This is an optimization exercise on Yosys and OpenROAD, whose aim is small area, not a production implementation.
The RTL was checked by simulation tests, not by an equivalence proof against the original design.
Power figures rest on the tool's default switching activity, not on a simulated workload.

==> run a: inputs <==
// register_file
module register_file
#(
  parameter int unsigned WORD   = 32,
  parameter bit          BYPASS = 1'b1
) (
  input  logic                  clk,
  input  logic                  rst_n,
  input  logic                  we,
  input  logic [REG_ADDR_W-1:0] waddr,
  input  logic [WORD-1:0]       wdata,
  input  logic [REG_ADDR_W-1:0] raddr_a,
  input  logic [REG_ADDR_W-1:0] raddr_b,
  output logic [WORD-1:0]       rdata_a,
  output logic [WORD-1:0]       rdata_b,
  output logic [WR_COUNT_W-1:0] wr_count
);
  logic [7:0]            w_hi;
  logic [3:0]            w_lo;
  logic [7:0]            a_hi, b_hi;
  logic [3:0]            a_lo, b_lo;
  logic [NUM_REGS-1:0]   w_load;
  logic [NUM_REGS-1:0]   w_row;
  logic [WORD-1:0]       w_data;
  logic [WORD-1:0]       r_regs [1:NUM_REGS-1];
  logic [WORD-1:0]       w_next [1:NUM_REGS-1];
  logic [WR_COUNT_W-1:0] r_wr_count;
  logic                  w_wen;
  logic                  hit_a, hit_b;
  logic [NUM_REGS-1:0]   sel_a, sel_b;
  logic [NUM_REGS-1:0]   col_a [WORD];
  logic [NUM_REGS-1:0]   col_b [WORD];
  assign w_wen  = we && (waddr != ZERO_REG);
  always_comb begin
    for (int unsigned h = 0; h < 8; h++) w_hi[h] = (waddr[4:2] == 3'(h));
    for (int unsigned l = 0; l < 4; l++) w_lo[l] = (waddr[1:0] == 2'(l)) && we;
    w_load[0] = 1'b0;
    for (int unsigned i = 1; i < NUM_REGS; i++) w_load[i] = w_hi[i/4] & w_lo[i%4];
  end
  assign w_row  = w_load | {NUM_REGS{~rst_n}};
  assign w_data = wdata & {WORD{rst_n}};
  for (genvar i = 1; i < NUM_REGS; i++) begin : g_row
    for (genvar k = 0; k < WORD; k++) begin : g_bit
      RowNext u_next (
        .i_q    (r_regs[i][k]),
        .i_data (w_data[k]),
        .i_keep (~w_row[i]),
        .i_load (w_row[i]),
        .o_d    (w_next[i][k])
      );
    end
  end
  always_ff @(posedge clk) begin
    for (int unsigned i = 1; i < NUM_REGS; i++) r_regs[i] <= w_next[i];
  end
  always_ff @(posedge clk) begin
    if (!rst_n)                                          r_wr_count <= '0;
    else if (w_wen && (r_wr_count != WR_COUNT_MAX)) r_wr_count <= r_wr_count + 1'b1;
  end
  ...
==> module register_file, before the edit <==
module register_file
#(
  parameter int unsigned WORD   = 32,
  parameter bit          BYPASS = 1'b1
) (
  input  logic                  clk,
  input  logic                  rst_n,
  input  logic                  we,
  input  logic [REG_ADDR_W-1:0] waddr,
  input  logic [WORD-1:0]       wdata,
  input  logic [REG_ADDR_W-1:0] raddr_a,
  input  logic [REG_ADDR_W-1:0] raddr_b,
  output logic [WORD-1:0]       rdata_a,
  output logic [WORD-1:0]       rdata_b,
  output logic [WR_COUNT_W-1:0] wr_count
);
  logic [7:0]            w_hi;
  logic [3:0]            w_lo;
  logic [7:0]            a_hi, b_hi;
  logic [3:0]            a_lo, b_lo;
  logic [NUM_REGS-1:0]   w_load;
  logic [NUM_REGS-1:0]   w_row;
  logic [WORD-1:0]       w_data;
  logic [WORD-1:0]       r_regs [1:NUM_REGS-1];
  logic [WORD-1:0]       w_next [1:NUM_REGS-1];
  logic [WR_COUNT_W-1:0] r_wr_count;
  logic                  w_wen;
  logic                  hit_a, hit_b;
  logic [NUM_REGS-1:0]   sel_a, sel_b;
  logic [NUM_REGS-1:0]   col_a [WORD];
  logic [NUM_REGS-1:0]   col_b [WORD];
  assign w_wen  = we && (waddr != ZERO_REG);
  always_comb begin
    for (int unsigned h = 0; h < 8; h++) w_hi[h] = (waddr[4:2] == 3'(h));
    for (int unsigned l = 0; l < 4; l++) w_lo[l] = (waddr[1:0] == 2'(l)) && we;
    w_load[0] = 1'b0;
    for (int unsigned i = 1; i < NUM_REGS; i++) w_load[i] = w_hi[i/4] & w_lo[i%4];
  end
  assign w_row  = w_load | {NUM_REGS{~rst_n}};
  assign w_data = wdata & {WORD{rst_n}};
  for (genvar i = 1; i < NUM_REGS; i++) begin : g_row
    for (genvar k = 0; k < WORD; k++) begin : g_bit
      RowNext u_next (
        .i_q    (r_regs[i][k]),
        .i_data (w_data[k]),
        .i_keep (~w_row[i]),
        .i_load (w_row[i]),
        .o_d    (w_next[i][k])
      );
    end
  end
  always_ff @(posedge clk) begin
    for (int unsigned i = 1; i < NUM_REGS; i++) r_regs[i] <= w_next[i];
  end
  always_ff @(posedge clk) begin
    if (!rst_n)                                          r_wr_count <= '0;
    else if (w_wen && (r_wr_count != WR_COUNT_MAX)) r_wr_count <= r_wr_count + 1'b1;
  end
  assign hit_a = BYPASS && w_wen && (waddr == raddr_a);
  assign hit_b = BYPASS && w_wen && (waddr == raddr_b);
  always_comb begin
    for (int unsigned h = 0; h < 8; h++) begin
      a_hi[h] = (raddr_a[4:2] == 3'(h));
      b_hi[h] = (raddr_b[4:2] == 3'(h));
    end
    for (int unsigned l = 0; l < 4; l++) begin
      a_lo[l] = (raddr_a[1:0] == 2'(l)) && !hit_a;
      b_lo[l] = (raddr_b[1:0] == 2'(l)) && !hit_b;
    end
    sel_a[0] = hit_a;
    sel_b[0] = hit_b;
    for (int unsigned i = 1; i < NUM_REGS; i++) begin
      sel_a[i] = a_hi[i/4] & a_lo[i%4];
      sel_b[i] = b_hi[i/4] & b_lo[i%4];
    end
  end
  for (genvar k = 0; k < WORD; k++) begin : g_bit
    always_comb begin
      col_a[k][0] = wdata[k];
      col_b[k][0] = wdata[k];
      for (int unsigned i = 1; i < NUM_REGS; i++) begin
        col_a[k][i] = r_regs[i][k];
        col_b[k][i] = r_regs[i][k];
      end
    end
    ReadBit u_rd_a (.i_data(col_a[k]), .i_sel(sel_a), .o_bit(rdata_a[k]));
    ReadBit u_rd_b (.i_data(col_b[k]), .i_sel(sel_b), .o_bit(rdata_b[k]));
  end
  assign wr_count = r_wr_count;
endmodule
Settings: LEC_CHECK=0, CAP_MARGIN=20, CORE_MARGIN=2, CORE_UTILIZATION=45, PLACE_DENSITY=0.6, SLEW_MARGIN=20, SYNTH_HIERARCHICAL=1, SYNTH_MINIMUM_KEEP_SIZE=0; clock period 8.0 ns.
standard.sh (not shown) runs the stock make flow with config.mk's settings and CLKGATE_MAP_FILE= SYNTH_SCRIPT=/design/flow/synth_recipe.tcl, a recipe that flattens the netlist after the stock synthesis.
==> flow/flow/run.sh <==
#!/bin/bash
# Standard layout, with small port buffers and a clock tree without dummy loads.
export BUFFER_PORTS_ARGS="-buffer_cell sky130_fd_sc_hd__buf_1"
export CTS_ARGS="-sink_clustering_enable -repair_clock_nets -dont_use_dummy_load -buf_list sky130_fd_sc_hd__clkbuf_16 -sink_clustering_size 24 -sink_clustering_max_diameter 80"
bash standard.sh ABC_LOAD_IN_FF=3 finish > standard.log 2>&1
==> run b (differences from run a) <==
--- a/flow/design.v
+++ b/flow/design.v
@@ -8,2 +8,17 @@
 endpackage
+module SelAnd (
+  input  logic i_a,
+  input  logic i_b,
+  output logic o_y
+);
+  assign o_y = i_a & i_b;
+endmodule
+module RowKeep (
+  input  logic i_hi_n,
+  input  logic i_lo_n,
+  input  logic i_en,
+  output logic o_keep
+);
+  assign o_keep = (i_hi_n | i_lo_n) & i_en;
+endmodule
 module RowNext (
@@ -60,9 +75,6 @@
 );
-  logic [7:0]            w_hi;
-  logic [3:0]            w_lo;
-  logic [7:0]            a_hi, b_hi;
-  logic [3:0]            a_lo, b_lo;
-  logic [NUM_REGS-1:0]   w_load;
-  logic [NUM_REGS-1:0]   w_row;
-  logic [WORD-1:0]       w_data;
+  logic [7:0]            w_hi_n, a_hi, b_hi;
+  logic [3:0]            w_lo_n, w_lo_set, a_lo, b_lo;
+  logic [NUM_REGS-1:1]   w_keep;
+  logic [NUM_REGS-1:1]   w_set;
   logic [WORD-1:0]       r_regs [1:NUM_REGS-1];
@@ -75,11 +87,14 @@
   logic [NUM_REGS-1:0]   col_b [WORD];
-  assign w_wen  = we && (waddr != ZERO_REG);
+  assign w_wen = we && (waddr != ZERO_REG);
   always_comb begin
-    for (int unsigned h = 0; h < 8; h++) w_hi[h] = (waddr[4:2] == 3'(h));
-    for (int unsigned l = 0; l < 4; l++) w_lo[l] = (waddr[1:0] == 2'(l)) && we;
-    w_load[0] = 1'b0;
-    for (int unsigned i = 1; i < NUM_REGS; i++) w_load[i] = w_hi[i/4] & w_lo[i%4];
+    for (int unsigned h = 0; h < 8; h++) w_hi_n[h] = (waddr[4:2] != 3'(h));
+    for (int unsigned l = 0; l < 4; l++) begin
+      w_lo_n[l]   = !((waddr[1:0] == 2'(l)) && we);
+      w_lo_set[l] = (waddr[1:0] == 2'(l)) && we && rst_n;
+    end
   end
-  assign w_row  = w_load | {NUM_REGS{~rst_n}};
-  assign w_data = wdata & {WORD{rst_n}};
+  for (genvar i = 1; i < NUM_REGS; i++) begin : g_wsel
+    RowKeep u_keep (.i_hi_n(w_hi_n[i/4]), .i_lo_n(w_lo_n[i%4]), .i_en(rst_n), .o_keep(w_keep[i]));
+    SelAnd  u_set  (.i_a(~w_hi_n[i/4]), .i_b(w_lo_set[i%4]), .o_y(w_set[i]));
+  end
   for (genvar i = 1; i < NUM_REGS; i++) begin : g_row
@@ -88,5 +103,5 @@
         .i_q    (r_regs[i][k]),
-        .i_data (w_data[k]),
-        .i_keep (~w_row[i]),
-        .i_load (w_row[i]),
+        .i_data (wdata[k]),
+        .i_keep (w_keep[i]),
+        .i_load (w_set[i]),
         .o_d    (w_next[i][k])
@@ -99,3 +114,3 @@
   always_ff @(posedge clk) begin
-    if (!rst_n)                                          r_wr_count <= '0;
+    if (!rst_n)                                     r_wr_count <= '0;
     else if (w_wen && (r_wr_count != WR_COUNT_MAX)) r_wr_count <= r_wr_count + 1'b1;
@@ -113,8 +128,8 @@
     end
-    sel_a[0] = hit_a;
-    sel_b[0] = hit_b;
-    for (int unsigned i = 1; i < NUM_REGS; i++) begin
-      sel_a[i] = a_hi[i/4] & a_lo[i%4];
-      sel_b[i] = b_hi[i/4] & b_lo[i%4];
-    end
+  end
+  assign sel_a[0] = hit_a;
+  assign sel_b[0] = hit_b;
+  for (genvar i = 1; i < NUM_REGS; i++) begin : g_rsel
+    SelAnd u_sel_a (.i_a(a_hi[i/4]), .i_b(a_lo[i%4]), .o_y(sel_a[i]));
+    SelAnd u_sel_b (.i_a(b_hi[i/4]), .i_b(b_lo[i%4]), .o_y(sel_b[i]));
   end
==> flow/flow/run.sh (replaced) <==
#!/bin/bash
# Standard layout, with small port buffers, a lighter output load for ABC when it
# maps the small bit-slice modules, and a clock tree without dummy loads.
export BUFFER_PORTS_ARGS="-buffer_cell sky130_fd_sc_hd__buf_1"
export CTS_ARGS="-sink_clustering_enable -repair_clock_nets -dont_use_dummy_load -buf_list sky130_fd_sc_hd__clkbuf_16 -sink_clustering_size 27 -sink_clustering_max_diameter 80"
bash standard.sh ABC_LOAD_IN_FF=3 finish > standard.log 2>&1
--- a/flow/config.mk
+++ b/flow/config.mk
@@ -10,3 +10,3 @@
 export CORE_UTILIZATION = 45
-export PLACE_DENSITY = 0.6
+export PLACE_DENSITY = 0.75
 export SLEW_MARGIN = 20
==> run c (differences from run a) <==
--- a/flow/design.v
+++ b/flow/design.v
@@ -8,2 +8,16 @@
 endpackage
+module Decoder #(
+  parameter int unsigned IN_W  = 5,
+  parameter int unsigned OUT_W = 32
+) (
+  input  logic [IN_W-1:0]  i_addr,
+  output logic [OUT_W-1:0] o_onehot
+);
+  always_comb begin
+    o_onehot = '0;
+    for (int unsigned i = 0; i < OUT_W; i++) begin
+      if (i_addr == IN_W'(i)) o_onehot[i] = 1'b1;
+    end
+  end
+endmodule
 module RowNext (
@@ -60,6 +74,5 @@
 );
-  logic [7:0]            w_hi;
-  logic [3:0]            w_lo;
-  logic [7:0]            a_hi, b_hi;
-  logic [3:0]            a_lo, b_lo;
+  logic [NUM_REGS-1:0]   w_dec;
+  logic [NUM_REGS-1:0]   a_dec;
+  logic [NUM_REGS-1:0]   b_dec;
   logic [NUM_REGS-1:0]   w_load;
@@ -75,9 +88,7 @@
   logic [NUM_REGS-1:0]   col_b [WORD];
+  Decoder #(.IN_W(REG_ADDR_W), .OUT_W(NUM_REGS)) u_wdec (.i_addr(waddr),   .o_onehot(w_dec));
+  Decoder #(.IN_W(REG_ADDR_W), .OUT_W(NUM_REGS)) u_adec (.i_addr(raddr_a), .o_onehot(a_dec));
+  Decoder #(.IN_W(REG_ADDR_W), .OUT_W(NUM_REGS)) u_bdec (.i_addr(raddr_b), .o_onehot(b_dec));
   assign w_wen  = we && (waddr != ZERO_REG);
-  always_comb begin
-    for (int unsigned h = 0; h < 8; h++) w_hi[h] = (waddr[4:2] == 3'(h));
-    for (int unsigned l = 0; l < 4; l++) w_lo[l] = (waddr[1:0] == 2'(l)) && we;
-    w_load[0] = 1'b0;
-    for (int unsigned i = 1; i < NUM_REGS; i++) w_load[i] = w_hi[i/4] & w_lo[i%4];
-  end
+  assign w_load = w_dec & {NUM_REGS{we}} & {{(NUM_REGS-1){1'b1}}, 1'b0};
   assign w_row  = w_load | {NUM_REGS{~rst_n}};
@@ -100,3 +111,3 @@
     if (!rst_n)                                          r_wr_count <= '0;
-    else if (w_wen && (r_wr_count != WR_COUNT_MAX)) r_wr_count <= r_wr_count + 1'b1;
+    else if ((|w_load) && (r_wr_count != WR_COUNT_MAX)) r_wr_count <= r_wr_count + 1'b1;
   end
@@ -104,18 +115,4 @@
   assign hit_b = BYPASS && w_wen && (waddr == raddr_b);
-  always_comb begin
-    for (int unsigned h = 0; h < 8; h++) begin
-      a_hi[h] = (raddr_a[4:2] == 3'(h));
-      b_hi[h] = (raddr_b[4:2] == 3'(h));
-    end
-    for (int unsigned l = 0; l < 4; l++) begin
-      a_lo[l] = (raddr_a[1:0] == 2'(l)) && !hit_a;
-      b_lo[l] = (raddr_b[1:0] == 2'(l)) && !hit_b;
-    end
-    sel_a[0] = hit_a;
-    sel_b[0] = hit_b;
-    for (int unsigned i = 1; i < NUM_REGS; i++) begin
-      sel_a[i] = a_hi[i/4] & a_lo[i%4];
-      sel_b[i] = b_hi[i/4] & b_lo[i%4];
-    end
-  end
+  assign sel_a = {a_dec[NUM_REGS-1:1] & ~(w_load[NUM_REGS-1:1] & {(NUM_REGS-1){BYPASS}}), hit_a};
+  assign sel_b = {b_dec[NUM_REGS-1:1] & ~(w_load[NUM_REGS-1:1] & {(NUM_REGS-1){BYPASS}}), hit_b};
   for (genvar k = 0; k < WORD; k++) begin : g_bit
--- a/flow/flow/run.sh
+++ b/flow/flow/run.sh
@@ -4,2 +4,2 @@
 export CTS_ARGS="-sink_clustering_enable -repair_clock_nets -dont_use_dummy_load -buf_list sky130_fd_sc_hd__clkbuf_16 -sink_clustering_size 24 -sink_clustering_max_diameter 80"
-bash standard.sh ABC_LOAD_IN_FF=3 finish > standard.log 2>&1
+bash standard.sh > standard.log 2>&1
==> run d (differences from run a) <==
--- a/flow/design.v
+++ b/flow/design.v
@@ -8,2 +8,16 @@
 endpackage
+module Decoder #(
+  parameter int unsigned IN_W  = 5,
+  parameter int unsigned OUT_W = 32
+) (
+  input  logic [IN_W-1:0]  i_addr,
+  output logic [OUT_W-1:0] o_onehot
+);
+  always_comb begin
+    o_onehot = '0;
+    for (int unsigned i = 0; i < OUT_W; i++) begin
+      if (i_addr == IN_W'(i)) o_onehot[i] = 1'b1;
+    end
+  end
+endmodule
 module RowNext (
@@ -60,9 +74,8 @@
 );
-  logic [7:0]            w_hi;
-  logic [3:0]            w_lo;
-  logic [7:0]            a_hi, b_hi;
-  logic [3:0]            a_lo, b_lo;
+  logic [NUM_REGS-1:0]   w_dec;
+  logic [NUM_REGS-1:0]   a_dec;
+  logic [NUM_REGS-1:0]   b_dec;
   logic [NUM_REGS-1:0]   w_load;
-  logic [NUM_REGS-1:0]   w_row;
-  logic [WORD-1:0]       w_data;
+  logic [NUM_REGS-1:1]   w_keep;
+  logic [NUM_REGS-1:1]   w_set;
   logic [WORD-1:0]       r_regs [1:NUM_REGS-1];
@@ -75,11 +88,9 @@
   logic [NUM_REGS-1:0]   col_b [WORD];
+  Decoder #(.IN_W(REG_ADDR_W), .OUT_W(NUM_REGS)) u_wdec (.i_addr(waddr),   .o_onehot(w_dec));
+  Decoder #(.IN_W(REG_ADDR_W), .OUT_W(NUM_REGS)) u_adec (.i_addr(raddr_a), .o_onehot(a_dec));
+  Decoder #(.IN_W(REG_ADDR_W), .OUT_W(NUM_REGS)) u_bdec (.i_addr(raddr_b), .o_onehot(b_dec));
   assign w_wen  = we && (waddr != ZERO_REG);
-  always_comb begin
-    for (int unsigned h = 0; h < 8; h++) w_hi[h] = (waddr[4:2] == 3'(h));
-    for (int unsigned l = 0; l < 4; l++) w_lo[l] = (waddr[1:0] == 2'(l)) && we;
-    w_load[0] = 1'b0;
-    for (int unsigned i = 1; i < NUM_REGS; i++) w_load[i] = w_hi[i/4] & w_lo[i%4];
-  end
-  assign w_row  = w_load | {NUM_REGS{~rst_n}};
-  assign w_data = wdata & {WORD{rst_n}};
+  assign w_load = w_dec & {NUM_REGS{we}} & {{(NUM_REGS-1){1'b1}}, 1'b0};
+  assign w_keep = ~w_load[NUM_REGS-1:1] & {(NUM_REGS-1){rst_n}};
+  assign w_set  =  w_load[NUM_REGS-1:1] & {(NUM_REGS-1){rst_n}};
   for (genvar i = 1; i < NUM_REGS; i++) begin : g_row
@@ -88,5 +99,5 @@
         .i_q    (r_regs[i][k]),
-        .i_data (w_data[k]),
-        .i_keep (~w_row[i]),
-        .i_load (w_row[i]),
+        .i_data (wdata[k]),
+        .i_keep (w_keep[i]),
+        .i_load (w_set[i]),
         .o_d    (w_next[i][k])
@@ -100,3 +111,3 @@
     if (!rst_n)                                          r_wr_count <= '0;
-    else if (w_wen && (r_wr_count != WR_COUNT_MAX)) r_wr_count <= r_wr_count + 1'b1;
+    else if ((|w_load) && (r_wr_count != WR_COUNT_MAX)) r_wr_count <= r_wr_count + 1'b1;
   end
@@ -104,18 +115,4 @@
   assign hit_b = BYPASS && w_wen && (waddr == raddr_b);
-  always_comb begin
-    for (int unsigned h = 0; h < 8; h++) begin
-      a_hi[h] = (raddr_a[4:2] == 3'(h));
-      b_hi[h] = (raddr_b[4:2] == 3'(h));
-    end
-    for (int unsigned l = 0; l < 4; l++) begin
-      a_lo[l] = (raddr_a[1:0] == 2'(l)) && !hit_a;
-      b_lo[l] = (raddr_b[1:0] == 2'(l)) && !hit_b;
-    end
-    sel_a[0] = hit_a;
-    sel_b[0] = hit_b;
-    for (int unsigned i = 1; i < NUM_REGS; i++) begin
-      sel_a[i] = a_hi[i/4] & a_lo[i%4];
-      sel_b[i] = b_hi[i/4] & b_lo[i%4];
-    end
-  end
+  assign sel_a = {a_dec[NUM_REGS-1:1] & ~(w_load[NUM_REGS-1:1] & {(NUM_REGS-1){BYPASS}}), hit_a};
+  assign sel_b = {b_dec[NUM_REGS-1:1] & ~(w_load[NUM_REGS-1:1] & {(NUM_REGS-1){BYPASS}}), hit_b};
   for (genvar k = 0; k < WORD; k++) begin : g_bit
==> run notes <==
The final cell utilization of the core is 0.504. Once layout is done, the placed cells without fillers occupy 0.0438 mm2. The wire-length estimate of the detail-placed layout is 114,000 um.

The met3 routed wirelength came out at 31,400 um. The power density over the cells is 227 mW/mm2. The number of buffers created by CTS is 51. The clock slew seen by the registers of the worst setup and hold paths is 90 ps. Tracing the worst setup path back leads to its startpoint at waddr[1]. The flow ran to the end and the layout has no timing, DRC or antenna violations.
the above is filed under run c

==> run notes <==
The run finished with no timing, DRC or antenna violations. Multi-input logic gates represent a cell area share of 0.442. In this run the power density over the cells is 194 mW/mm2. The met3 routed wirelength is 30,900 um. The finished cells cover 0.0432 mm2. The HPWL after detailed placement came out at 116,000 um. The critical path starts at waddr[1].

Power attributed to the clock group is 0.00277 W. The largest registers in the layout are r_regs (992), r_wr_count (8). The largest vdd supply drop came out at 0.204 mV. For met1 alone, demand over resource in global routing was 0.522. The standby leakage power is 15.5 nW.

The final cell utilization of the core came out at 0.500.
the above is filed under run d

==> run notes <==
Measured on the finished design, the core utilization comes to 0.502. The finished cells cover 0.0427 mm2. The run finished with no timing, DRC or antenna violations.

Dividing total power by cell area gives a power density of 191 mW/mm2. Sorting the synthesized cells by area gives the leading types as dfxtp_1 52%, a22o_1 22%, a222oi_1 17%. met2 is the most crowded layer. Detailed placement finished with a half-perimeter wire length of 96,100 um.

Of the total synthesized cell area, the portion taken by XOR and XNOR cells is 0.00249. 122 I/O pins were placed. The number of buffers created by CTS came out at 44. In the detailed route, the total length drawn on met3 is 32,100 um.

The number of placed instances with taps included came out at 4,574.
the above is filed under run b

==> run notes <==
For this run, the number of standard cells in the final layout without fillers is 4,689. The worst-case clock skew came out at 32.8 ps. Summing all non-filler instances in the final layout gives an area of 0.0437 mm2. The final cell utilization of the core is 0.513. The final count of negative-setup-slack endpoints is 0. The run finished with no timing, DRC or antenna violations. Dividing total power by cell area gives a power density of 226 mW/mm2. The number of flip-flops under the largest register name came out at 992. In this run the worst setup path begins at waddr[0]. Buffers inserted during clock tree synthesis total 51. The layout clock buffer count came out at 51. Detailed placement finished with a half-perimeter wire length of 113,000 um.

The TritonCTS clock tree is built.
the above is filed under run a

==> what the ideal ports hide <==
Ports are ideal in the flow. The routed layouts listed here were re-timed in OpenROAD. Step 1 sets driving cells, clkbuf_16 on the clock port and buf_2 on the other inputs (assumed; they add their load-dependent delay and slew). Step 2 times the ports against the registers' clock, not the clock port: input delays grow and output delays shrink by t, the midpoint of the rising clock arrivals with the driver on. a / b / c = no drivers / after step 1 / after step 2; a / b = the first two.
| run | t (ns) | slack for setup (ns) | worst setup path after step 2 | latest minus earliest clock arrival (ns) | cell pins on the clock port's net |
|---|---|---|---|---|---|
| run a | 0.706 | 0.573 / 0.446 / 0.446 | input to output | 0.093 / 0.093 | 1 |
| run b | 0.714 | 0.377 / 0.353 / 0.353 | input to output | 0.032 / 0.031 | 1 |
| run c | 0.718 | 0.938 / 0.907 / 0.907 | input to output | 0.078 / 0.078 | 1 |
| run d | 0.694 | 0.904 / 0.772 / 0.772 | input to output | 0.083 / 0.083 | 1 |
After both steps setup and hold are still met in every run listed. The setup slack of run d, which loses most, moves by -0.132 ns with the drivers and by -0.132 ns with both steps.
